This is an optimization exercise on Yosys and OpenROAD, whose aim is small area, not a production implementation.
Only simulation tests tie the RTL to the original design; equivalence was not proved.
The flow treats the clock pin as an ideal source, which a real chip does not have.

<file path="flow/flow/run.sh">
#!/bin/bash
# Standard layout, except:
# - the clock tree: flow/cts_tree.tcl builds it before ORFS's CTS step (recursive bisection of the
#   registers into compact groups, one buffer per group, level by level), and TritonCTS, limited
#   to the clock port's net, then finds only the root buffer on it and leaves the tree alone;
# - the port buffers are the smallest buffer, buf_1.
set -euo pipefail
CT_LEAF_N=21 CT_TREE_N=24 CT_SLEW=0.122 bash standard.sh \
  "BUFFER_PORTS_ARGS=-buffer_cell sky130_fd_sc_hd__buf_1" \
  "PRE_CTS_TCL=$PWD/flow/cts_tree.tcl" \
  "CTS_ARGS=-clk_nets clk -sink_clustering_enable -dont_use_dummy_load -buf_list sky130_fd_sc_hd__clkbuf_16" \
  finish > standard_flow.log 2>&1
</file>
<file path="flow/flow/cts_tree.tcl">
# Clock tree built by recursive bisection: the clock sinks are split into compact groups of at most
# N sinks, each driven by one buffer at the group's centre; the buffers are grouped the same way,
# level by level, until one root buffer remains, which the clock port drives.
proc ct_bisect {items maxn} {
  set n [llength $items]
  if {$n <= $maxn} { return [list $items] }
  set xs [lsort -integer [lmap s $items {lindex $s 1}]]
  set ys [lsort -integer [lmap s $items {lindex $s 2}]]
  set k [expr {([lindex $xs end] - [lindex $xs 0]) >= ([lindex $ys end] - [lindex $ys 0]) ? 1 : 2}]
  set sorted [lsort -integer -index $k $items]
  set ng [expr {($n + $maxn - 1) / $maxn}]
  set nl [expr {(($ng / 2) * $n + $ng / 2) / $ng}]
  return [concat [ct_bisect [lrange $sorted 0 [expr {$nl-1}]] $maxn] [ct_bisect [lrange $sorted $nl end] $maxn]]
}
# items: {iterm x y}; drives each group from a new buffer; returns the buffers' inputs as items
proc ct_level {items bufname maxn lvl} {
  set block [ord::get_db_block]
  set master [[ord::get_db] findMaster $bufname]
  set out {}
  set i 0
  foreach g [ct_bisect $items $maxn] {
    set sx 0; set sy 0
    foreach s $g { incr sx [lindex $s 1]; incr sy [lindex $s 2] }
    set cx [expr {$sx / [llength $g]}]; set cy [expr {$sy / [llength $g]}]
    set inst [odb::dbInst_create $block $master "ctb_${lvl}_$i"]
    $inst setLocation [expr {$cx - [$master getWidth] / 2}] [expr {$cy - [$master getHeight] / 2}]
    $inst setPlacementStatus PLACED
    set net [odb::dbNet_create $block "ctn_${lvl}_$i"]
    $net setSigType CLOCK
    foreach s $g { set it [lindex $s 0]; $it disconnect; $it connect $net }
    [$inst findITerm X] connect $net
    lappend out [list [$inst findITerm A] $cx $cy]
    incr i
  }
  puts "clock tree level $lvl: [llength $items] loads, $i $bufname"
  return $out
}
proc ct_build {clkname leafbuf leafn treebuf treen} {
  set block [ord::get_db_block]
  set clk [$block findNet $clkname]
  set items {}
  foreach it [$clk getITerms] {
    set b [[$it getInst] getBBox]
    lappend items [list $it [expr {([$b xMin] + [$b xMax]) / 2}] [expr {([$b yMin] + [$b yMax]) / 2}]]
  }
  set items [ct_level $items $leafbuf $leafn 0]
  set lvl 1
  while {[llength $items] > 1} {
    set items [ct_level $items $treebuf $treen $lvl]
    incr lvl
  }
  set it [lindex $items 0 0]
  $it connect $clk
}
# Resize each leaf buffer of the tree to the smallest of sizes whose sinks' clock slew stays at or
# below target (ns), measured on the placement's estimated parasitics.
proc ct_leaf_slew {inst} {
  set m 0
  foreach it [[[$inst findITerm X] getNet] getITerms] {
    if {[$it getInst] eq $inst} continue
    set p [get_pins [[$it getInst] getName]/[[$it getMTerm] getName]]
    set s [get_property $p slew_max]
    if {$s > $m} { set m $s }
  }
  return $m
}
proc ct_fix_leaves {sizes target} {
  estimate_parasitics -placement
  set block [ord::get_db_block]
  set hist [dict create]
  foreach inst [$block getInsts] {
    if {![string match ctb_0_* [$inst getName]]} continue
    set chosen [lindex $sizes end]
    foreach sz $sizes {
      replace_cell [$inst getName] $sz
      if {[ct_leaf_slew $inst] <= $target} { set chosen $sz; break }
    }
    replace_cell [$inst getName] $chosen
    dict incr hist $chosen
  }
  puts "leaf sizes: $hist"
}

# Run as ORFS's PRE_CTS_TCL hook, on the placed design: build the tree, legalize, size the leaves.
# clock_tree_synthesis then finds the clock port driving a single buffer and leaves the tree alone.
set ct_leaf_n   [expr {[info exists ::env(CT_LEAF_N)] ? $::env(CT_LEAF_N) : 21}]
set ct_tree_n   [expr {[info exists ::env(CT_TREE_N)] ? $::env(CT_TREE_N) : 16}]
set ct_target   [expr {[info exists ::env(CT_SLEW)] ? $::env(CT_SLEW) : 0.115}]
ct_build clk sky130_fd_sc_hd__clkbuf_8 $ct_leaf_n sky130_fd_sc_hd__clkbuf_16 $ct_tree_n
set_propagated_clock [all_clocks]
detailed_placement
ct_fix_leaves {sky130_fd_sc_hd__clkbuf_8 sky130_fd_sc_hd__clkbuf_16} $ct_target
</file>
<file path="flow/standard.sh">
#!/bin/bash
# synth_recipe.tcl (not shown) runs the flow's synth.tcl, then flattens the netlist and writes it again
# the make line also repeats each setting of config.mk as NAME=value (left out here)
make -C /OpenROAD-flow-scripts/flow DESIGN_CONFIG=/design/flow/config.mk WORK_HOME=/design/flow/orfs CLKGATE_MAP_FILE= SYNTH_SCRIPT=/design/flow/synth_recipe.tcl "${@:-finish}"
</file>
<file path="flow/config.mk">
export PLATFORM = sky130hd
export DESIGN_NAME = sd_block_writer
export DESIGN_NICKNAME = sd_block_writer
export VERILOG_FILES = /design/flow/design.v
export SDC_FILE = /design/flow/constraint.sdc
export NUM_CORES = 4
export LEC_CHECK = 0
export CAP_MARGIN = 0
export CORE_MARGIN = 2
export CORE_UTILIZATION = 70
export SLEW_MARGIN = 0
export SYNTH_HIERARCHICAL = 1
export SYNTH_MEMORY_MAX_BITS = 8192
</file>
<file path="flow/constraint.sdc">
create_clock -name core_clock -period 10.0 [get_ports {clk}]
set_input_delay 2.0000 -clock core_clock [delete_from_list [all_inputs] [get_ports {clk}]]
set_output_delay 2.0000 -clock core_clock [all_outputs]
set_load 0.01 [all_outputs]
</file>
<file path="flow/design.v">
module sd_block_writer #(
  parameter logic [31:0] START_ADR = 32'h0010_0000,
  parameter logic [31:0] STOP_ADR  = 32'h0010_4000,
  parameter logic [7:0]  PAD_BYTE  = 8'h80
) (
  input  logic        clk,
  input  logic        reset,
  input  logic        start,
  input  logic        flush,
  input  logic [7:0]  in_data,
  input  logic        in_valid,
  output logic        in_ready,
  input  logic        sd_ready,
  input  logic        sd_ready_for_next_byte,
  output logic        sd_wr,
  output logic [7:0]  sd_din,
  output logic [31:0] sd_adr,
  output logic        busy,
  output logic        done,
  output logic [15:0] blocks_written,
  output logic        overflow
);
  localparam int NBLK = (STOP_ADR - START_ADR + 32'd511) / 32'd512;
  localparam int KW   = (NBLK < 2)    ? 1  : (NBLK < 4)    ? 2  : (NBLK < 8)     ? 3  : (NBLK < 16)    ? 4  :
                        (NBLK < 32)   ? 5  : (NBLK < 64)   ? 6  : (NBLK < 128)   ? 7  : (NBLK < 256)   ? 8  :
                        (NBLK < 512)  ? 9  : (NBLK < 1024) ? 10 : (NBLK < 2048)  ? 11 : (NBLK < 4096)  ? 12 :
                        (NBLK < 8192) ? 13 : (NBLK < 16384) ? 14 : (NBLK < 32768) ? 15 : 16;
  localparam logic [3:0] S_IDLE       = 4'd0;
  localparam logic [3:0] S_FILL       = 4'd1;
  localparam logic [3:0] S_PAD        = 4'd2;
  localparam logic [3:0] S_WAIT_READY = 4'd3;
  localparam logic [3:0] S_ISSUE      = 4'd4;
  localparam logic [3:0] S_STREAM     = 4'd5;
  localparam logic [3:0] S_WAIT_DONE  = 4'd6;
  localparam logic [3:0] S_NEXT       = 4'd7;
  localparam logic [3:0] S_DONE       = 4'd8;
  logic [3:0]    r_state;
  logic [3:0]    w_state_nxt;
  logic [7:0]    r_buf [0:511];    
  logic [8:0]    r_cnt;            
  logic [7:0]    r_dout;
  logic [KW-1:0] r_blk;            
  logic          r_started;        
  logic          r_ovf;
  logic          r_flushed;
  logic          r_rfnb_prev;
  logic          w_accept;
  logic          w_edge;
  logic          w_shift;
  logic [7:0]    w_tail;
  logic          w_last;
  logic          w_zero;
  logic          w_first;
  assign w_accept = (r_state == S_FILL) && in_valid;
  assign w_edge   = (r_state == S_STREAM) && sd_ready_for_next_byte && !r_rfnb_prev;
  assign w_last   = (r_cnt == 9'd511);
  assign w_zero   = (r_cnt == 9'd0);
  assign w_first  = (r_state == S_WAIT_READY) && w_zero;
  always_comb begin
    w_state_nxt = r_state;
    in_ready    = 1'b0;
    sd_wr       = 1'b0;
    busy        = 1'b1;
    done        = 1'b0;
    w_shift     = 1'b0;
    w_tail      = in_data;
    case (r_state)
      S_IDLE: begin
        busy = 1'b0;
        if (start) w_state_nxt = S_FILL;
      end
      S_FILL: begin
        in_ready = 1'b1;
        w_shift  = in_valid;
        if (w_accept && w_last)       w_state_nxt = S_WAIT_READY;
        else if (flush) begin
          if (r_cnt == 9'd0 && !w_accept) w_state_nxt = S_DONE;
          else                            w_state_nxt = S_PAD;
        end
      end
      S_PAD: begin
        w_shift = 1'b1;
        w_tail  = PAD_BYTE;
        if (w_last) w_state_nxt = S_WAIT_READY;
      end
      S_WAIT_READY: begin
        w_shift = w_first;
        w_tail  = r_buf[511];
        if (sd_ready) w_state_nxt = S_ISSUE;
      end
      S_ISSUE: begin
        sd_wr = 1'b1;
        if (!sd_ready) w_state_nxt = S_STREAM;
      end
      S_STREAM: begin
        w_shift = w_edge;
        w_tail  = r_buf[511];
        if (w_edge && w_zero) w_state_nxt = S_WAIT_DONE;
      end
      S_WAIT_DONE: begin
        if (sd_ready) w_state_nxt = S_NEXT;
      end
      S_NEXT: begin
        if (r_flushed || r_blk >= KW'(NBLK - 1)) w_state_nxt = S_DONE;
        else                                     w_state_nxt = S_FILL;
      end
      S_DONE: begin
        busy        = 1'b0;
        done        = 1'b1;
        w_state_nxt = S_IDLE;
      end
      default: begin
        busy        = 1'b0;
        w_state_nxt = S_IDLE;
      end
    endcase
  end
  logic [4095:0] w_buf_q;
  logic [4095:0] w_buf_in;
  logic [4095:0] w_buf_d;
  logic          w_keep;
  assign w_keep = !w_shift;
  always_comb begin
    for (int i = 0; i < 512; i++) w_buf_q[8*i +: 8] = r_buf[i];
    w_buf_in[7:0] = w_tail;
    for (int i = 1; i < 512; i++) w_buf_in[8*i +: 8] = r_buf[i-1];
  end
  sd_block_writer_pick #(.W(4096)) u_pick (
    .a(w_buf_in), .sel_a(w_shift), .b(w_buf_q), .sel_b(w_keep), .y(w_buf_d)
  );
  always_ff @(posedge clk) begin
    for (int i = 0; i < 512; i++) r_buf[i] <= w_buf_d[8*i +: 8];
  end
  always_ff @(posedge clk) begin
    if (reset)
      r_dout <= 8'h00;
    else if (w_shift && (r_state == S_WAIT_READY || r_state == S_STREAM))
      r_dout <= r_buf[511];
  end
  always_ff @(posedge clk) begin
    if (reset) begin
      r_state     <= S_IDLE;
      r_cnt       <= 9'd0;
      r_blk       <= '0;
      r_started   <= 1'b0;
      r_ovf       <= 1'b0;
      r_flushed   <= 1'b0;
      r_rfnb_prev <= 1'b0;
    end else begin
      r_state     <= w_state_nxt;
      r_rfnb_prev <= sd_ready_for_next_byte;
      r_cnt       <= r_cnt + {8'd0, w_shift && !(w_edge && w_zero)};
      if (busy && in_valid && !in_ready) r_ovf <= 1'b1;
      case (r_state)
        S_IDLE: begin
          if (start) begin
            r_started <= 1'b1;
            r_blk     <= '0;
            r_ovf     <= 1'b0;
            r_flushed <= 1'b0;
          end
        end
        S_FILL: begin
          if (flush && (w_accept || r_cnt != 9'd0)) r_flushed <= 1'b1;
        end
        S_NEXT:   r_blk <= r_blk + 1'b1;
        default: ;
      endcase
    end
  end
  assign sd_din         = r_dout;
  assign sd_adr         = (r_started ? START_ADR : 32'd0) + {r_blk, 9'd0};
  assign blocks_written = 16'(r_blk);
  assign overflow       = r_ovf;
endmodule
module sd_block_writer_pick #(
  parameter int W = 8
) (
  input  logic [W-1:0] a,
  input  logic         sel_a,
  input  logic [W-1:0] b,
  input  logic         sel_b,
  output logic [W-1:0] y
);
  assign y = (a & {W{sel_a}}) | (b & {W{sel_b}});
endmodule
</file>
==> impl_metrics.csv, run 1 <==
group,metric,value,unit
setup_path,reg2reg_depth,8,
global_route,first_global_vias,65053,
place,dpl_cell_area,0.124,sq mm
routing,drc,0,
place,io_buffers,40,
floorplanning,core_area,0.183,sq mm
finish,nets,8749,
place,hpwl,89600,um
synth,synth_edf_count,0,
setup_path,path_cells,"buf_1 -> nor2b_1 -> nand2_1 -> a21oi_1 -> a21oi_4 -> buf_12 -> buf_12 -> buf_4 -> a22o_1",
routing,drt-total-wl,175000,um
setup_path,crit_arrival,6680,ps
timing,drv_slew,0,
timing,finalCritPeriodShare,59.1,%
synth,synth_most_common_cell,"dfxtp_1",
global_route,antenna_found_initial,1,
setup_path,start_kind,"primary input",
setup_path,cpMostUsedCell,"buf_12",
setup_path,cp_slowest_stage_delay,920,ps
timing,tightest_slew,1210,ps
floorplanning,die_area,0.187,sq mm
routing,first_pass_iters,6,
clocking,cts_setup_buffers,0,
global_route,grt-ovfl-total,0,
finish,area_growth,-1.53,%
setup_path,critPathKind,"in2reg",
worst_hold_path,holdCritPathClass,"reg2reg",
synth,ys_top_cells_by_count,"dfxtp_1 (4,127), a22o_1 (4,103), buf_6 (679)",
timing,max_freq,0.169,GHz
clocking,cts_resized,0,
outcome,status,"finished clean",
synth,synth.avg_cell_area,13.8,sq um
global_route,grt_max_degree,275,
job,maxCapViolations,0,
timing,rsz0062_at_grt,"no",
clocking,cts.reportedPaths.clkPinSlew,120,ps
floorplanning,rows,157,
clocking,holdBufCountCts,0,
floorplanning,die_w,433,um
setup_path,path_max_fanout,260,
timing,period_needed,5910,ps
finish,fin_area,0.127,sq mm
routing,num_vias,68717,
synth,ys_seq_area_share,64.2,%
routing,drt_iter0_drc,4794,
timing,setup-tns-final,0,ps
timing,timing.final.ws_setup,4090,ps
global_route,grt_pass1_wl,303000,um
synth,synth-seq-cells,4127,
setup_path,worstSetupEndpointType,"flop",
floorplanning,ioPinCount,76,
synth,synth-async-reset-ratio,0,%
floorplanning,die_h,433,um
place,gp_congestion,0.753,
clocking,clock_latency,830,ps
synth,synthCells,9344,
timing,relSlewSlack,19.1,%
routing,routed_via_density,6.14,
timing,finalSetupViolCount,0,
timing,hold_viol,0,
timing,fin_skew,37.1,ps
synth,yosysTopAreaCell,"dfxtp_1",
setup_path,required,10770,ps
synth,synth_area,0.129,sq mm
routing,wl_per_cell,15.6,um
setup_path,slowest_stage,"buf_4",
synth,synth_area_leaders,"dfxtp_1 (64%), a22o_1 (28%), buf_6 (5.9%), buf_2 (0.89%), buf_4 (0.29%)",
finish,drive_above_1_share,3.25,%
synth,synth.distinct_cells,41,
place,pre_cts_slack,3390,ps
global_route,grt_usage,17.6,%
synth,synth_flop_cell,"dfxtp_1",
worst_hold_path,whs_path_depth,1,
routing,ant_nets,0,
floorplanning,initial_core_util,70.3,%
synth,synth_top_area_share,64.2,%
timing,hold-worst-slack,459,ps
synth,ys_warn_count,8,
[path summary, 6_finish.rpt]
| check | endpoint | startpoint | slack (ps) |
|---|---|---|---|
| worst min-delay path | r_buf[169][5]$_DFF_P_ | r_buf[168][5]$_DFF_P_ | 460 |
| worst max register to register | r_buf[264][4]$_DFF_P_ | r_state[2]$_SDFFE_PP0P_ | 4540 |
| worst max-delay path | r_buf[264][4]$_DFF_P_ | sd_ready_for_next_byte | 4090 |
| worst min register to register | r_buf[169][5]$_DFF_P_ | r_buf[168][5]$_DFF_P_ | 460 |
[cell families (layout without fill, tap and decap cells)]
logic type / count (synthesis) / in the layout / share of synthesized area (%)
mux: 10 / 10 / 0.0797
buf+inv: 967 / 318 / 7.15
simple gates: 100 / 100 / 0.409
other cells: 1 / 36 / 0.00291
xor+xnor: 7 / 7 / 0.0477
flops: 4127 / 4127 / 64.2
fa+ha+maj: 3 / 3 / 0.0292
compound gates: 4129 / 4129 / 28.1
[layout make-up]
cell class / instances / area [sq um]
timing repair buffer: 106 / 971
sequential: 4127 / 82600
inverter: 5 / 26.3
tap: 2464 / 3080
antenna: 1 / 2.50
multi-input combinational: 4284 / 37000
fill: 12994 / 56200
buffer: 207 / 3010
[critical path: cells and delay by family]
| family | cells | cell delay (ps) |
|---|---|---|
| AO/OA/AOI/OAI | 3 | 1470 |
| buffers and inverters | 4 | 2380 |
| AND/OR/NAND/NOR | 2 | 240 |
[sequential cells by signal, indices dropped and copies added, names as in the netlist]
signal,flops
r_buf,4096
r_flushed,1
r_cnt,9
r_blk,6
r_rfnb_prev,1
r_state,4
r_started,1
r_ovf,1
r_dout,8
[through the flow]
step,utilization [%],std cells
floorplan,-,9378
global placement,67.6,10986
detailed placement,67.6,10986
CTS,69.3,11193
global route,69.3,11194
finish,69.3,11194
[routing by layer]
| metal | up-vias | part of all wire, % | track usage [%] |
|---|---|---|---|
| met1 | 33647 | 53 | 25.7 |
| met5 | - | 0 | 0 |
| met2 | 421 | 42 | 28.2 |
| li1 | 34413 | - | - |
| met4 | 0 | 2.4 | 3.82 |
| met3 | 236 | 2.4 | 1.84 |
[placed cells by master (no fill, tap or decap), drive strengths merged, types with 11 or more instances in the layout]
cell type / synthesis / layout
dfxtp: 4127 / 4127
a22o: 4103 / 4103
nand3: 12 / 12
buf: 957 / 106
a21oi: 11 / 11
nor3: 13 / 13
conb: 1 / 35
clkbuf: 5 / 207
nand2: 12 / 12
nor2: 34 / 34
==> run 2: changes to the inputs <==
--- a/flow/config.mk
+++ b/flow/config.mk
@@ -10,2 +10,3 @@
 export CORE_UTILIZATION = 70
+export PLACE_DENSITY = 0.85
 export SLEW_MARGIN = 0
==> run 2 against run 1 <==
Compared with the run above:
- setup slack got worse by 400 ps
- wire length increased by 3.6%
- first-iteration DRC count grew 6.2%
- clock skew up 5.2 ps
- highest routed layer unchanged
- fmax decreased by 6.3%
- sequential cell count unchanged
- global-route usage is 0.60 points higher
==> impl_metrics.csv, run 2 <==
group,metric,value,unit
floorplanning,initial_core_util,70.3,%
routing,drc,0,
synth,ys_warn_count,8,
timing,rsz0062_at_grt,"no",
synth,synth.avg_cell_area,13.8,sq um
finish,nets,8741,
floorplanning,ioPinCount,76,
timing,hold_viol,0,
setup_path,crit_arrival,7050,ps
timing,max_freq,0.159,GHz
clocking,clock_latency,840,ps
setup_path,critPathKind,"in2reg",
synth,synth_top_area_share,64.2,%
synth,synth-seq-cells,4127,
finish,area_growth,-1.66,%
floorplanning,rows,157,
finish,layout.area.seq,0.0826,sq mm
setup_path,worstSetupEndpointType,"flop",
setup_path,r2r_slack,3810,ps
place,gp_congestion,0.742,
synth,synth_area,0.129,sq mm
outcome,status,"finished clean",
clocking,holdBufCountCts,0,
finish,largest_reg_flops,4096,
global_route,first_global_vias,66970,
finish,layout_common_cells,"dfxtp_1 (4,127), a22o_1 (4,103), clkbuf_8 (194)",
clocking,cts_resized,0,
timing,period_needed,6310,ps
worst_hold_path,whs_path_depth,1,
setup_path,start_kind,"primary input",
routing,wl_per_cell,16.2,um
setup_path,reg2reg_depth,9,
worst_hold_path,holdCritPathClass,"reg2reg",
timing,relSlewSlack,17.5,%
global_route,grt-ovfl-total,0,
timing,finalCritPeriodShare,63.1,%
place,io_buffers,40,
finish,nFillCells,12304,
floorplanning,die_area,0.187,sq mm
floorplanning,core_area,0.183,sq mm
setup_path,required,10750,ps
finish,multiInputGateArea,0.0370,sq mm
routing,ant_nets,0,
finish,drive_above_1_share,3.20,%
job,maxCapViolations,0,
synth,ys_top_cells_by_count,"dfxtp_1 (4,127), a22o_1 (4,103), buf_6 (679)",
timing,setup-tns-final,0,ps
synth,synthCells,9344,
clocking,cts.reportedPaths.clkPinSlew,110,ps
routing,num_vias,69102,
finish,diodes,0,
global_route,grt_max_degree,304,
synth,synth-async-reset-ratio,0,%
routing,first_pass_iters,5,
clocking,cts_setup_buffers,0,
finish,largest-register,"r_buf",
synth,synth_flop_cell,"dfxtp_1",
routing,drt_iter0_drc,5092,
routing,drt-total-wl,181000,um
synth,synth_most_common_cell,"dfxtp_1",
place,hpwl,96300,um
synth,synth_area_leaders,"dfxtp_1 (64%), a22o_1 (28%), buf_6 (5.9%), buf_2 (0.89%), buf_4 (0.29%)",
timing,finalSetupViolCount,0,
timing,tightest_slew,1240,ps
routing,routed_via_density,6.18,
global_route,grt_usage,18.2,%
synth,yosysTopAreaCell,"dfxtp_1",
floorplanning,die_h,433,um
setup_path,path_max_fanout,250,
timing,fin_skew,42.3,ps
synth,ys_seq_area_share,64.2,%
finish,top_regs,"r_buf (4096), r_cnt (9), r_dout (8)",
timing,drv_slew,0,
finish,layout_commonest_cell,"dfxtp_1",
global_route,grt_pass1_wl,310000,um
floorplanning,die_w,433,um
synth,synth.distinct_cells,41,
global_route,antenna_found_initial,1,
synth,synth_edf_count,0,
==> run 2: layout make-up <==
type	count	share of cell area [%]
Buffer	207	2.37
Inverter	5	0.0208
Multi-Input combinational cell	4284	29.2
Sequential cell	4127	65.3
Tap cell	2464	2.44
Timing Repair Buffer	98	0.642
==> run 2: critical path, cell delays in order <==
cell and delay, ps:
buf_1 80, nor2b_1 150, nand2_1 100, a21oi_2 60
buf_4 260, a21oi_4 380, buf_4 770, buf_12 740
buf_4 1020, buf_4 1010, a22o_1 250
==> run 2: stage by stage <==
| step | cell area, sq um | utilization [%] | worst slack [ps] | instances | hold WS, ps |
|---|---|---|---|---|---|
| 2_1_floorplan | 129000 | - | 6340 | 9378 | 426 |
| 3_3_place_gp | 124000 | 67.5 | 3040 | 10978 | 432 |
| 3_5_place_dp | 124000 | 67.5 | 2880 | 10978 | 454 |
| 4_1_cts | 127000 | 69.2 | 3800 | 11185 | 465 |
| 5_1_grt | 127000 | 69.2 | 3310 | 11185 | 483 |
| 6_report | 127000 | 69.2 | 3690 | 11185 | 463 |
==> run 2: worst paths after layout <==
kind,start,to
worst max-delay path,sd_ready_for_next_byte,r_buf[236][2]$_DFF_P_
worst min-delay path,r_buf[272][4]$_DFF_P_,r_buf[273][4]$_DFF_P_
worst max register to register,r_state[3]$_SDFFE_PP0P_,r_buf[236][2]$_DFF_P_
worst min register to register,r_buf[272][4]$_DFF_P_,r_buf[273][4]$_DFF_P_
==> run 2: routing by layer <==
layer  vias to the layer above  global-route usage (%)  wire (um)
met5                         -                       0          0
met4                         0                    5.03       5380
met3                       281                    1.53       3630
met2                       529                    30.8      81700
met1                     33960                    25.1      90200
li1                      34332                       -          -
==> run 2: cells by family after synthesis <==
group,after synthesis,share of synthesized area [%]
buffers and inverters,967,7.15
XOR/XNOR,7,0.0477
AND/OR/NAND/NOR,100,0.409
adder cells (fa/ha/maj),3,0.0292
AO/OA/AOI/OAI,4129,28.1
other,1,0.00291
flip-flops,4127,64.2
multiplexers,10,0.0797
==> run 3: changes to the inputs <==
--- a/flow/design.v
+++ b/flow/design.v
@@ -50,2 +50,4 @@
   logic [7:0]    w_tail;
+  logic          w_rot;
+  logic          r_phase;          
   logic          w_last;
@@ -66,2 +68,3 @@
     w_tail      = in_data;
+    w_rot       = 1'b0;
     case (r_state)
@@ -87,3 +90,3 @@
         w_shift = w_first;
-        w_tail  = r_buf[511];
+        w_rot   = 1'b1;
         if (sd_ready) w_state_nxt = S_ISSUE;
@@ -96,3 +99,3 @@
         w_shift = w_edge;
-        w_tail  = r_buf[511];
+        w_rot   = 1'b1;
         if (w_edge && w_zero) w_state_nxt = S_WAIT_DONE;
@@ -124,3 +127,3 @@
     for (int i = 0; i < 512; i++) w_buf_q[8*i +: 8] = r_buf[i];
-    w_buf_in[7:0] = w_tail;
+    w_buf_in[7:0] = w_rot ? r_buf[511] : (w_tail ^ {8{r_phase}});
     for (int i = 1; i < 512; i++) w_buf_in[8*i +: 8] = r_buf[i-1];
@@ -128,3 +131,3 @@
   sd_block_writer_pick #(.W(4096)) u_pick (
-    .a(w_buf_in), .sel_a(w_shift), .b(w_buf_q), .sel_b(w_keep), .y(w_buf_d)
+    .a(w_buf_in), .not_a(w_keep), .b(w_buf_q), .not_b(w_shift), .y_n(w_buf_d)
   );
@@ -132,2 +135,3 @@
     for (int i = 0; i < 512; i++) r_buf[i] <= w_buf_d[8*i +: 8];
+    r_phase <= !r_phase;
   end
@@ -137,3 +141,3 @@
     else if (w_shift && (r_state == S_WAIT_READY || r_state == S_STREAM))
-      r_dout <= r_buf[511];
+      r_dout <= r_buf[511] ^ {8{r_phase}};
   end
@@ -179,8 +183,8 @@
   input  logic [W-1:0] a,
-  input  logic         sel_a,
+  input  logic         not_a,
   input  logic [W-1:0] b,
-  input  logic         sel_b,
-  output logic [W-1:0] y
+  input  logic         not_b,
+  output logic [W-1:0] y_n
 );
-  assign y = (a & {W{sel_a}}) | (b & {W{sel_b}});
+  assign y_n = ~((a | {W{not_a}}) & (b | {W{not_b}}));
 endmodule
==> run 3 against run 2 <==
Compared with the run above:
- core utilization rose by 1.0 points
- final cell count fell by 2.3%
- clock skew fell by 7.0 ps
- via count fell by 2.2%
- critical path depth fell by 3
- wire length fell by 7.2%
- design area fell by 8.2%
- setup slack improved by 1100 ps
- largest cell class unchanged
- highest routed layer unchanged
==> impl_metrics.csv, run 3 <==
group,metric,value,unit
outcome,status,"finished clean",
synth,yosysTopAreaCell,"dfxtp_1",
global_route,first_global_vias,64504,
global_route,grt_max_degree,295,
setup_path,crit_arrival,5880,ps
synth,synth_top_area_share,70.8,%
setup_path,crit_family,"buffers and inverters",
setup_path,worstSetupEndpointType,"flop",
finish,layout_common_cells,"dfxtp_1 (4,128), o22ai_1 (4,097), clkbuf_8 (196)",
finish,largest_reg_flops,4096,
setup_path,slowest_stage,"buf_4",
setup_path,rr_endpoint,"r_buf[54][7]$_DFF_P_",
routing,ant_nets,0,
routing,drt_iter0_drc,4507,
finish,nets,8759,
routing,wl_per_cell,15.4,um
synth,synth.avg_cell_area,12.5,sq um
floorplanning,rows,149,
finish,drive_above_1_share,3.14,%
clocking,cts_setup_buffers,0,
timing,relSlewSlack,18.4,%
global_route,grt_pass1_wl,289000,um
job,maxCapViolations,0,
synth,synth.distinct_cells,46,
timing,finalCritPeriodShare,52.4,%
synth,synth_area,0.117,sq mm
setup_path,critPathBufInv,4,
place,hpwl,90400,um
floorplanning,die_w,412,um
clocking,cts.reportedPaths.clkPinSlew,110,ps
setup_path,reg2reg_depth,8,
worst_hold_path,holdCritPathClass,"reg2reg",
synth,synth_most_common_cell,"dfxtp_1",
timing,rsz0062_at_grt,"no",
synth,ys_top_cells_by_count,"dfxtp_1 (4,128), o22ai_1 (4,097), buf_2 (507)",
floorplanning,initial_core_util,70.6,%
place,gp_congestion,0.777,
global_route,grt-ovfl-total,0,
timing,setup-tns-final,0,ps
synth,synth-async-reset-ratio,0,%
finish,final_core_util,70.2,%
setup_path,path_cells,"buf_1 -> nand3b_1 -> o41ai_4 -> nor2_4 -> buf_12 -> buf_4 -> buf_4 -> o22ai_1",
routing,routed_via_density,6.18,
worst_hold_path,min_from,"r_buf[48][2]$_DFF_P_",
setup_path,critPathKind,"in2reg",
clocking,holdBufCountCts,0,
timing,drv_slew,0,
place,dp_cells,10721,
routing,num_vias,67556,
timing,hold_viol,0,
setup_path,path_max_fanout,255,
floorplanning,core_area,0.165,sq mm
routing,drt-total-wl,168000,um
finish,top_regs,"r_buf (4096), r_cnt (9), r_dout (8)",
global_route,antenna_found_initial,1,
finish,fin_cells,10929,
synth,ys_warn_count,8,
floorplanning,ioPinCount,76,
synth,synth-seq-cells,4128,
timing,fin_skew,35.3,ps
routing,drc,0,
setup_path,cpMostUsedCell,"buf_4",
timing,period_needed,5240,ps
setup_path,start_kind,"primary input",
finish,largest-register,"r_buf",
timing,finalSetupViolCount,0,
finish,layout_commonest_cell,"dfxtp_1",
finish,nFillCells,10935,
timing,max_freq,0.191,GHz
synth,synthCells,9369,
routing,first_pass_iters,5,
timing,tightest_slew,1220,ps
clocking,cts_resized,0,
setup_path,timing.rr.start,"r_state[3]$_SDFFE_PP0P_",
floorplanning,die_area,0.170,sq mm
synth,synth_area_leaders,"dfxtp_1 (71%), o22ai_1 (22%), buf_6 (3.8%), buf_2 (2.2%), buf_4 (0.30%)",
synth,ys_seq_area_share,70.8,%
synth,synth_edf_count,0,
setup_path,required,10640,ps
worst_hold_path,hold_path_end,"r_buf[49][2]$_DFF_P_",
global_route,grt_usage,18.5,%
floorplanning,die_h,412,um
setup_path,r2r_slack,5070,ps
synth,synth_flop_cell,"dfxtp_1",
clocking,clock_latency,820,ps
finish,area_growth,-0.558,%
worst_hold_path,whs_path_depth,1,
place,io_buffers,40,
setup_path,cp_slowest_stage_delay,970,ps
-- run 3: worst max path at each step --
stage,start,end,slack (ps),cells past startpoint
3_3_place_gp,sd_ready_for_next_byte,r_buf[45][7]$_DFF_P_,4150,8
5_1_grt,sd_ready_for_next_byte,r_buf[75][5]$_DFF_P_,4430,8
6_report,sd_ready_for_next_byte,r_buf[54][7]$_DFF_P_,4760,8
4_1_cts,sd_ready_for_next_byte,r_buf[54][7]$_DFF_P_,4870,8
2_1_floorplan,sd_ready_for_next_byte,r_cnt[8]$_SDFF_PP0_,6490,9
3_5_place_dp,sd_ready_for_next_byte,r_buf[60][5]$_DFF_P_,3940,8
-- run 3: routing by layer --
metal | share of wire [%] | GRT usage (%)
met1 | 50 | 25.3
met3 | 2.5 | 1.88
met2 | 46 | 32.2
met5 | 0 | 0
met4 | 1.7 | 3.36
-- run 3: logic make-up (layout without fill, tap and decap cells) --
group                      Yosys count  after routing  share of synthesized area, %
AOI/OAI and AO/OA                 4141           4141                          22.2
DFF                               4128           4128                          70.8
buffers and inverters              967            303                          6.32
and+or+nand+nor                    104            104                         0.452
xor gates and xnor gates            23             23                         0.173
adders and majority gates            3              3                        0.0322
muxes                                2              2                        0.0193
other                                1             36                       0.00321
-- run 3: layout make-up --
cell class	instances	area [sq um]	area share (%)
Timing Repair Buffer	92	853	0.735
Sequential cell	4128	82600	71.2
Antenna cell	1	2.50	0.00216
Tap cell	2189	2740	2.36
Buffer	207	2970	2.56
Multi-Input combinational cell	4308	26900	23.1
Inverter	4	22.5	0.0194
-- run 3: through the flow --
| stage | hold WS (ps) | setup WS, ps | instance area [sq um] |
|---|---|---|---|
| 2_1_floorplan | 423 | 6490 | 117000 |
| 3_3_place_gp | 430 | 4150 | 113000 |
| 3_5_place_dp | 431 | 3940 | 113000 |
| 4_1_cts | 413 | 4870 | 116000 |
| 5_1_grt | 417 | 4430 | 116000 |
| 6_report | 422 | 4760 | 116000 |
==> run 4: changes to the inputs <==
--- a/flow/design.v
+++ b/flow/design.v
@@ -135,3 +135,6 @@
     for (int i = 0; i < 512; i++) r_buf[i] <= w_buf_d[8*i +: 8];
-    r_phase <= !r_phase;
+  end
+  always_ff @(posedge clk) begin
+    if (reset) r_phase <= 1'b0;
+    else       r_phase <= !r_phase;
   end
==> run 4 against run 3 <==
Compared with the run above:
- fmax is 5.4% lower
- critical path type unchanged
- clock skew is 12 ps lower
- register-to-register slack worse by 180 ps
- design area hardly changed
- final cell count hardly changed
==> impl_metrics.csv, run 4 <==
group,metric,value,unit
place,pre_cts_slack,3650,ps
global_route,grt_pass1_wl,288000,um
global_route,grt_max_degree,303,
routing,num_vias,67317,
setup_path,crit_arrival,6180,ps
worst_hold_path,holdCritPathClass,"reg2reg",
routing,first_pass_iters,6,
synth,synth.avg_cell_area,12.5,sq um
place,hpwl,89000,um
synth,synth_area_leaders,"dfxtp_1 (71%), o22ai_1 (22%), buf_6 (3.8%), buf_2 (2.2%), buf_4 (0.32%)",
synth,yosysTopAreaCell,"dfxtp_1",
timing,timing.final.ws_setup,4460,ps
synth,ys_top_cells_by_count,"dfxtp_1 (4,128), o22ai_1 (4,096), buf_2 (507)",
setup_path,timing.rr.start,"r_state[1]$_SDFFE_PP0P_",
global_route,grt-ovfl-total,0,
outcome,status,"finished clean",
timing,drv_slew,0,
finish,final_core_util,70.2,%
clocking,cts.reportedPaths.clkPinSlew,110,ps
setup_path,worstSetupEndpointType,"flop",
finish,multiInputGateArea,0.0269,sq mm
job,maxCapViolations,0,
routing,drt-total-wl,166000,um
setup_path,critPathKind,"in2reg",
floorplanning,ioPinCount,76,
timing,finalSetupViolCount,0,
finish,largest_reg_flops,4096,
timing,finalCritPeriodShare,55.4,%
floorplanning,die_area,0.170,sq mm
finish,fin_area,0.116,sq mm
synth,synth.distinct_cells,47,
floorplanning,initial_core_util,70.6,%
routing,ant_nets,0,
floorplanning,die_h,412,um
synth,synth-async-reset-ratio,0,%
floorplanning,core_area,0.165,sq mm
synth,synth_top_area_share,70.8,%
floorplanning,rows,149,
routing,routed_via_density,6.16,
timing,max_freq,0.180,GHz
floorplanning,die_w,412,um
finish,nFillCells,10982,
finish,nets,8755,
setup_path,required,10640,ps
setup_path,path_max_fanout,125,
finish,layout_common_cells,"dfxtp_1 (4,128), o22ai_1 (4,096), clkbuf_8 (196)",
place,dpl_cell_area,0.113,sq mm
clocking,cts_setup_buffers,0,
setup_path,cp-startpoint,"sd_ready_for_next_byte",
synth,synth_area,0.117,sq mm
global_route,antenna_found_initial,1,
clocking,cts_resized,0,
synth,synth_edf_count,0,
finish,largest-register,"r_buf",
timing,rsz0062_at_grt,"no",
finish,fin_cells,10925,
synth,synthCells,9370,
place,gp_congestion,0.750,
finish,layout.area.seq,0.0826,sq mm
worst_hold_path,min_from,"r_buf[120][1]$_DFF_P_",
finish,area_growth,-0.594,%
timing,setup-tns-final,0,ps
timing,period_needed,5540,ps
clocking,clock_latency,820,ps
finish,drive_above_1_share,3.10,%
global_route,first_global_vias,64978,
finish,layout_commonest_cell,"dfxtp_1",
synth,ys_warn_count,8,
place,io_buffers,40,
timing,fin_skew,22.9,ps
routing,drc,0,
synth,synth_most_common_cell,"dfxtp_1",
global_route,grt_usage,18.5,%
routing,drt_iter0_drc,4276,
timing,tightest_slew,1190,ps
setup_path,start_kind,"primary input",
routing,wl_per_cell,15.2,um
timing,hold_viol,0,
synth,ys_seq_area_share,70.8,%
finish,top_regs,"r_buf (4096), r_cnt (9), r_dout (8)",
place,dp_cells,10717,
clocking,holdBufCountCts,0,
timing,relSlewSlack,20.6,%
synth,synth-seq-cells,4128,
synth,synth_flop_cell,"dfxtp_1",
## run 4: changes by cell type after synthesis, sizes merged, moves of 3 or more
cell | previous run | this run
and4 | 3 | 0
xnor2 | 19 | 12
xor2 | 4 | 11
nand2 | 17 | 21
and2 | 0 | 3
or3 | 4 | 1
and3 | 6 | 3
## run 4: critical path, cell delays in order
cell	delay (ps)
buf_1	90
nand3b_1	180
o21ai_4	180
a211oi_4	180
buf_4	660
buf_4	800
buf_4	740
buf_4	960
o22ai_1	230
## run 4: logic make-up after synthesis
logic type / share of synthesized area, %
other cells: 0.00321
xor+xnor: 0.173
flops: 70.8
compound gates: 22.2
mux: 0.0364
fa+ha+maj: 0.0321
simple gates: 0.468
buf+inv: 6.33
## run 4: final cells by class
class	count	area share, %
Antenna cell	1	0.00216
Inverter	3	0.0162
Buffer	207	2.56
Multi-Input combinational cell	4309	23.2
Sequential cell	4128	71.2
Tap cell	2189	2.36
Timing Repair Buffer	88	0.709
## run 4: final timing paths
path,endpoint,slack [ps],cells past startpoint
worst max register to register,r_buf[210][5]$_DFF_P_,4890,9
worst min-delay path,r_buf[121][1]$_DFF_P_,440,1
worst max-delay path,r_buf[210][5]$_DFF_P_,4460,9
worst min register to register,r_buf[121][1]$_DFF_P_,440,1
## run 4: stage by stage
| step | hold slack [ps] |
|---|---|
| 6_report | 441 |
| 5_1_grt | 446 |
| 2_1_floorplan | 423 |
| 3_3_place_gp | 429 |
| 4_1_cts | 438 |
| 3_5_place_dp | 431 |
## run 4: metal layers
layer / global-route usage, % / part of all wire (%)
met1: 25.0 / 49
met3: 1.88 / 2.4
met2: 32.4 / 47
met4: 3.64 / 1.7
met5: 0 / 0
==> run 5: changes to the inputs <==
--- a/flow/flow/run.sh
+++ b/flow/flow/run.sh
@@ -7,3 +7,3 @@
 set -euo pipefail
-CT_LEAF_N=21 CT_TREE_N=24 CT_SLEW=0.122 bash standard.sh \
+CT_LEAF_N=22 CT_TREE_N=24 CT_SLEW=0.122 bash standard.sh \
   "BUFFER_PORTS_ARGS=-buffer_cell sky130_fd_sc_hd__buf_1" \
==> run 5 against run 4 <==
Compared with the run above:
- still clean
- design area hardly changed
- setup slack got worse by 83 ps
- via count down 0.10%
- synthesized area unchanged
- first-iteration DRC count shrank 0.33%
- fmax is 1.5% lower
- register-to-register slack worse by 80 ps
- synthesized cell count stayed put
- critical path type unchanged
- largest cell class unchanged
==> impl_metrics.csv, run 5 <==
group,metric,value,unit
synth,synth.avg_cell_area,12.5,sq um
routing,wl_per_cell,15.2,um
routing,ant_nets,0,
worst_hold_path,holdCritPathClass,"reg2reg",
synth,synth_most_common_cell,"dfxtp_1",
timing,drv_slew,0,
synth,synth-seq-cells,4128,
timing,fin_skew,40.3,ps
synth,synthCells,9370,
routing,first_pass_iters,5,
synth,synth-async-reset-ratio,0,%
synth,synth_area_leaders,"dfxtp_1 (71%), o22ai_1 (22%), buf_6 (3.8%), buf_2 (2.2%), buf_4 (0.32%)",
clocking,cts_resized,0,
outcome,status,"finished clean",
clocking,cts.reportedPaths.clkPinSlew,120,ps
finish,drive_above_1_share,2.99,%
finish,area_growth,-0.665,%
global_route,grt_max_degree,303,
timing,setup-tns-final,0,ps
synth,ys_top_cells_by_count,"dfxtp_1 (4,128), o22ai_1 (4,096), buf_2 (507)",
setup_path,start_kind,"primary input",
setup_path,worstSetupEndpointType,"flop",
floorplanning,core_area,0.165,sq mm
finish,layout.area.seq,0.0826,sq mm
finish,largest-register,"r_buf",
timing,finalSetupViolCount,0,
routing,num_vias,67247,
clocking,clock_latency,800,ps
floorplanning,rows,149,
synth,synth_flop_cell,"dfxtp_1",
place,dp_cells,10717,
routing,drc,0,
floorplanning,die_area,0.170,sq mm
timing,rsz0062_at_grt,"no",
finish,top_regs,"r_buf (4096), r_cnt (9), r_dout (8)",
finish,layout_common_cells,"dfxtp_1 (4,128), o22ai_1 (4,096), clkbuf_8 (181)",
synth,yosysTopAreaCell,"dfxtp_1",
timing,tightest_slew,1190,ps
finish,multiInputGateArea,0.0269,sq mm
synth,synth_area,0.117,sq mm
floorplanning,die_h,412,um
global_route,grt_usage,18.4,%
synth,ys_warn_count,8,
job,maxCapViolations,0,
global_route,first_global_vias,64613,
setup_path,path_max_fanout,125,
global_route,grt_pass1_wl,287000,um
setup_path,critPathKind,"in2reg",
finish,layout_commonest_cell,"dfxtp_1",
finish,nets,8745,
routing,routed_via_density,6.16,
place,io_buffers,40,
floorplanning,initial_core_util,70.6,%
place,gp_congestion,0.750,
timing,period_needed,5620,ps
place,hpwl,89000,um
timing,relSlewSlack,20.8,%
floorplanning,ioPinCount,76,
finish,fin_cells,10915,
global_route,grt-ovfl-total,0,
routing,drt_iter0_drc,4262,
finish,nFillCells,10991,
floorplanning,die_w,412,um
clocking,cts_setup_buffers,0,
global_route,antenna_found_initial,1,
synth,synth_edf_count,0,
synth,synth.distinct_cells,47,
timing,hold_viol,0,
finish,final_core_util,70.1,%
clocking,holdBufCountCts,0,
routing,drt-total-wl,166000,um
timing,finalCritPeriodShare,56.2,%
synth,synth_top_area_share,70.8,%
synth,ys_seq_area_share,70.8,%
finish,largest_reg_flops,4096,
setup_path,crit_arrival,6220,ps
timing,max_freq,0.178,GHz
setup_path,required,10600,ps
==> run 5: cell counts after synthesis <==
Identical to the previous run, type by type.
==> run 5: critical path, cell delays in order <==
cell and delay (ps):
buf_1 90, nand3b_1 180, o21ai_4 180, a211oi_4 180, buf_4 650, buf_4 800
buf_4 730, buf_4 940, o22ai_1 230
==> run 5: worst paths after layout <==
check                           from                     to  slack [ps]  cells past startpoint
max           sd_ready_for_next_byte  r_buf[210][5]$_DFF_P_        4380                      9
min            r_buf[219][5]$_DFF_P_  r_buf[220][5]$_DFF_P_         420                      1
max reg2reg  r_state[1]$_SDFFE_PP0P_  r_buf[210][5]$_DFF_P_        4810                      9
min reg2reg    r_buf[219][5]$_DFF_P_  r_buf[220][5]$_DFF_P_         420                      1
==> run 5: area by class of cell <==
type / count / share of cell area, %
plain buffers: 197 / 2.49
repair buffers: 88 / 0.710
diodes: 1 / 0.00216
multi-input cells: 4309 / 23.2
flip-flops and latches: 4128 / 71.2
inverters: 3 / 0.0162
well taps: 2189 / 2.36
==> run 5: layer usage <==
| layer | global-route usage (%) | share of wire [%] |
|---|---|---|
| met2 | 32.2 | 47 |
| met5 | 0 | 0 |
| met3 | 1.66 | 2.1 |
| met4 | 3.39 | 1.7 |
| met1 | 25.1 | 50 |
==> run 5: per-stage QoR <==
step | area, sq um | hold slack, ps | setup WS (ps)
after CTS | 116000 | 417 | 4510
final | 116000 | 419 | 4380
after floorplan | 117000 | 423 | 6450
after detailed placement | 113000 | 431 | 3650
after global placement | 113000 | 429 | 3800
after global routing | 116000 | 430 | 4040
==> run 5: kinds of logic after synthesis <==
family / synth area share (%)
adder cells (fa/ha/maj): 0.0321
multiplexers: 0.0364
AND/OR/NAND/NOR: 0.468
flip-flops: 70.8
AO/OA/AOI/OAI: 22.2
other: 0.00321
XOR/XNOR: 0.173
buffers and inverters: 6.33

==> what the ideal ports hide <==
Ports are ideal in the flow. The routed layouts listed here were re-timed in OpenROAD. Step 1: set_driving_cell puts a clkbuf_16 on clk and a buf_2 on each other input, an assumption about the parent block. Step 2 adds t to the input delays and takes it off the output delays; t is the mean of the earliest and latest rising clock arrival at the registers after step 1. Input paths then give back, and output paths get back, about the clock's delay inside the block. Three values: no drivers, after step 1, after step 2; two values: the first two.
run	t, ns	slack for setup (ns)	hold WS [ns]	clock arrival spread, ns	cell pins on the clock port's net
run 1	0.899	4.090 / 4.156 / 3.256	0.459 / 0.459 / 0.459	0.040 / 0.039	1
run 2	0.891	3.691 / 3.750 / 2.859	0.463 / 0.463 / 0.463	0.046 / 0.046	1
run 3	0.882	4.758 / 4.817 / 3.935	0.422 / 0.422 / 0.422	0.040 / 0.040	1
run 4	0.889	4.460 / 4.522 / 3.634	0.441 / 0.441 / 0.441	0.033 / 0.033	1
run 5	0.872	4.377 / 4.438 / 3.566	0.419 / 0.419 / 0.419	0.056 / 0.056	1
After both steps setup and hold are still met in every run listed. The setup slack of run 1, which loses most, moves by +0.066 ns with the drivers and by -0.834 ns with both steps.
